What follows belongs to an exercise in optimizing a design on an open flow for small area, a short achievable clock period and few clock cycles; a production flow would make more cautious choices.
Where RTL was checked, it was by simulation tests only, not by an equivalence proof against the original.
Power figures rest on the tool's default switching activity, not on a simulated workload.

==> module requant_relu, before the edit <==
module requant_relu #(
  parameter int W = 16
) (
  input  logic signed [W-1:0] s,
  output logic [6:0]          q
);
  logic sat;
  assign sat = (|s[W-2:11]) || (s[10] && s[9] && (|s[8:4]));
  always_comb begin
    if (s[W-1]) begin
      q = '0;
    end else if (sat) begin
      q = 7'(96);
    end else begin
      q = s[10:4];
    end
  end
endmodule
clock: 6.0 ns
lec_check: 0
cap_margin: 20
core_margin: 2
core_utilization: 60
cts_cluster_diameter: 80
cts_cluster_size: 30
setup_slack_margin: 3.2
slew_margin: 20
synth_hierarchical: 1
synth_minimum_keep_size: 0
standard.sh (not shown) runs the stock make flow with config.mk's settings and CLKGATE_MAP_FILE= SYNTH_SCRIPT=/design/flow/synth_recipe.tcl, a recipe that flattens the netlist after the stock synthesis.
==> flow/flow/run.sh <==
#!/bin/bash
# Standard layout (the standard.sh, standard synthesis included), except
# that the input and output port buffers are plain sky130_fd_sc_hd__buf_1
# cells rather than the delay cell that buffer_ports picks by default.
# Every port still gets its own buffer; the resizer may still upsize them.
set -e
export BUFFER_PORTS_ARGS="-buffer_cell sky130_fd_sc_hd__buf_1"
bash standard.sh > standard.log 2>&1
Rerun with:
--- a/flow/design.v
+++ b/flow/design.v
@@ -5455,21 +5455,16 @@
   parameter int W = 16
 ) (
   input  logic signed [W-1:0] s,
   output logic [6:0]          q
 );
+  logic neg;
   logic sat;
+  assign neg = s[W-1];
   assign sat = (|s[W-2:11]) || (s[10] && s[9] && (|s[8:4]));
-  always_comb begin
-    if (s[W-1]) begin
-      q = '0;
-    end else if (sat) begin
-      q = 7'(96);
-    end else begin
-      q = s[10:4];
-    end
-  end
+  assign q[6:5] = {2{!neg}} & ({2{sat}} | s[10:9]);
+  assign q[4:0] = {5{!neg && !sat}} & s[8:4];
 endmodule
 `default_nettype wire
 `timescale 1ns/10ps
 `default_nettype none
 module result_fifo (
The new run completed with no timing, DRC or antenna violations.
Power goes down by 1.6%.
Non-clock buffer count decreases by 2.
Routed wire length came out higher by 0.46%.
Flip-flop and latch count does not change.
Final cell count barely changes.
Area after synthesis stays the same.
Via count decreases by 0.47%.
Final area stays flat.
Global-route usage rose by 0.27 points.
Worst hold slack is about the same.
Setup slack gains 91 ps.
Testbench counts after the change, summed over its fixed seeds: cycles 12,800.
Function not checked in the first run of this note: the RTL went through the layout flow alone.

--- another note on this design; it stands on its own ---

== the reference run ==
// dwconv_top
module dwconv_top (
  input  logic                  clk,
  input  logic                  rstn,
  input  logic                  in_req,
  input  dwconv_pkg::window_t   in_data,
  output logic                  in_ack,
  output logic                  out_req,
  output dwconv_pkg::out_word_t out_data,
  input  logic                  out_ack
);
  localparam int WIN_W = 9 * 8;
  logic        capture;
  logic        load;
  logic [55:0] res;
  dwconv_ctrl u_ctrl (
    .clk     (clk),
    .rstn    (rstn),
    .in_req  (in_req),
    .out_ack (out_ack),
    .in_ack  (in_ack),
    .out_req (out_req),
    .capture (capture),
    .load    (load)
  );
  channel_mac0 u_mac0 (.clk(clk), .win(in_data[0*WIN_W +: WIN_W]), .q(res[0*7 +: 7]));
  channel_mac1 u_mac1 (.clk(clk), .win(in_data[1*WIN_W +: WIN_W]), .q(res[1*7 +: 7]));
  channel_mac2 u_mac2 (.clk(clk), .win(in_data[2*WIN_W +: WIN_W]), .q(res[2*7 +: 7]));
  channel_mac3 u_mac3 (.clk(clk), .win(in_data[3*WIN_W +: WIN_W]), .q(res[3*7 +: 7]));
  channel_mac4 u_mac4 (.clk(clk), .win(in_data[4*WIN_W +: WIN_W]), .q(res[4*7 +: 7]));
  channel_mac5 u_mac5 (.clk(clk), .win(in_data[5*WIN_W +: WIN_W]), .q(res[5*7 +: 7]));
  channel_mac6 u_mac6 (.clk(clk), .win(in_data[6*WIN_W +: WIN_W]), .q(res[6*7 +: 7]));
  channel_mac7 u_mac7 (.clk(clk), .win(in_data[7*WIN_W +: WIN_W]), .q(res[7*7 +: 7]));
  result_fifo u_out (
    .clk  (clk),
    .load (load),
    .din  (res),
    .dout (out_data)
  );
endmodule
For scale: ~2800 cells after synthesis, about 650 I/O pins, roughly 42000 µm² of cells after synthesis.
export LEC_CHECK = 0
export CAP_MARGIN = 20
export CORE_MARGIN = 2
export CORE_UTILIZATION = 50
export CTS_CLUSTER_DIAMETER = 80
export CTS_CLUSTER_SIZE = 30
export SETUP_SLACK_MARGIN = 3.4
export SLEW_MARGIN = 20
export SYNTH_HIERARCHICAL = 1
export SYNTH_MINIMUM_KEEP_SIZE = 0
create_clock -name core_clock -period 6.0 [get_ports {clk}]
standard.sh (not shown) runs the stock make flow with config.mk's settings and CLKGATE_MAP_FILE= SYNTH_SCRIPT=/design/flow/synth_recipe.tcl, a recipe that flattens the netlist after the stock synthesis.
==> flow/flow/run.sh <==
#!/bin/bash
# Standard layout (the standard.sh, standard synthesis included), except
# that the input and output port buffers are plain sky130_fd_sc_hd__buf_1
# cells rather than the delay cell that buffer_ports picks by default.
# Every port still gets its own buffer; the resizer may still upsize them.
set -e
export BUFFER_PORTS_ARGS="-buffer_cell sky130_fd_sc_hd__buf_1"
bash standard.sh > standard.log 2>&1
Having completed the whole flow, the reference run delivered a layout that passed the timing, DRC and antenna checks.
Testbench counts of the reference run, summed over its fixed seeds: cycles 12,800.
## Diff of input files: the trial run against the reference run
- changing CORE_UTILIZATION from 50 to 60
==> comparison <==
Compared the trial run against the reference run; number of failing hold endpoints at the final stage within noise.
Compared with the reference run, in the trial run buffer share of cell area comparable, total power rose by 1.7%, met2 track demand over resource in global routing increased 9.5 points, internal power consumption increased by 0.78% relative to the old numbers, cell area went down by 0.55%.
The TritonCTS buffer count reported for the trial run is greater than that of the reference run by 1.
[compare] base=the reference run new=the trial run: detailed-route wire length up 2.0%; actual slew at the worst max-slew pin up 3.3 ps.
On the trial run: global-route usage over all layers is 5.0 points higher than what the reference run gave.
Met3 track demand over resource: the trial run vs the reference run, no meaningful difference

==> re-timing with driven ports <==
The flow's constraints put no driver on any port. The routed layouts listed below were extracted and timed again, unchanged, in two steps. Step 1 assumes that a clkbuf_16 drives the clock port and a buf_2 every other input. Step 2 moves the port delays by t, midway between the first and last clock arrival at a register: inputs arrive t later, outputs are due t later. That takes back most of the time a late clock gives input paths. Slacks: ideal ports / drivers / drivers and shift; pairs: ideal ports / drivers.
| run | t (ns) | setup WS [ns] | hold WS [ns] | clock arrival spread, ns |
|---|---|---|---|---|
| the first run of note 1 | 0.660 | 3.180 / 3.180 / 2.647 | 0.337 / 0.337 / 0.337 | 0.024 / 0.024 |
| the second run of note 1 | 0.641 | 3.271 / 3.271 / 2.689 | 0.338 / 0.338 / 0.338 | 0.031 / 0.030 |
| the reference run | 0.653 | 3.303 / 3.303 / 2.764 | 0.328 / 0.328 / 0.328 | 0.040 / 0.039 |
| the trial run | 0.643 | 3.376 / 3.376 / 2.756 | 0.338 / 0.338 / 0.338 | 0.041 / 0.041 |
After both steps every run listed still meets setup and hold. The setup slack of the trial run, which loses most, moves by 0.000 ns with the drivers and by -0.620 ns with both steps.
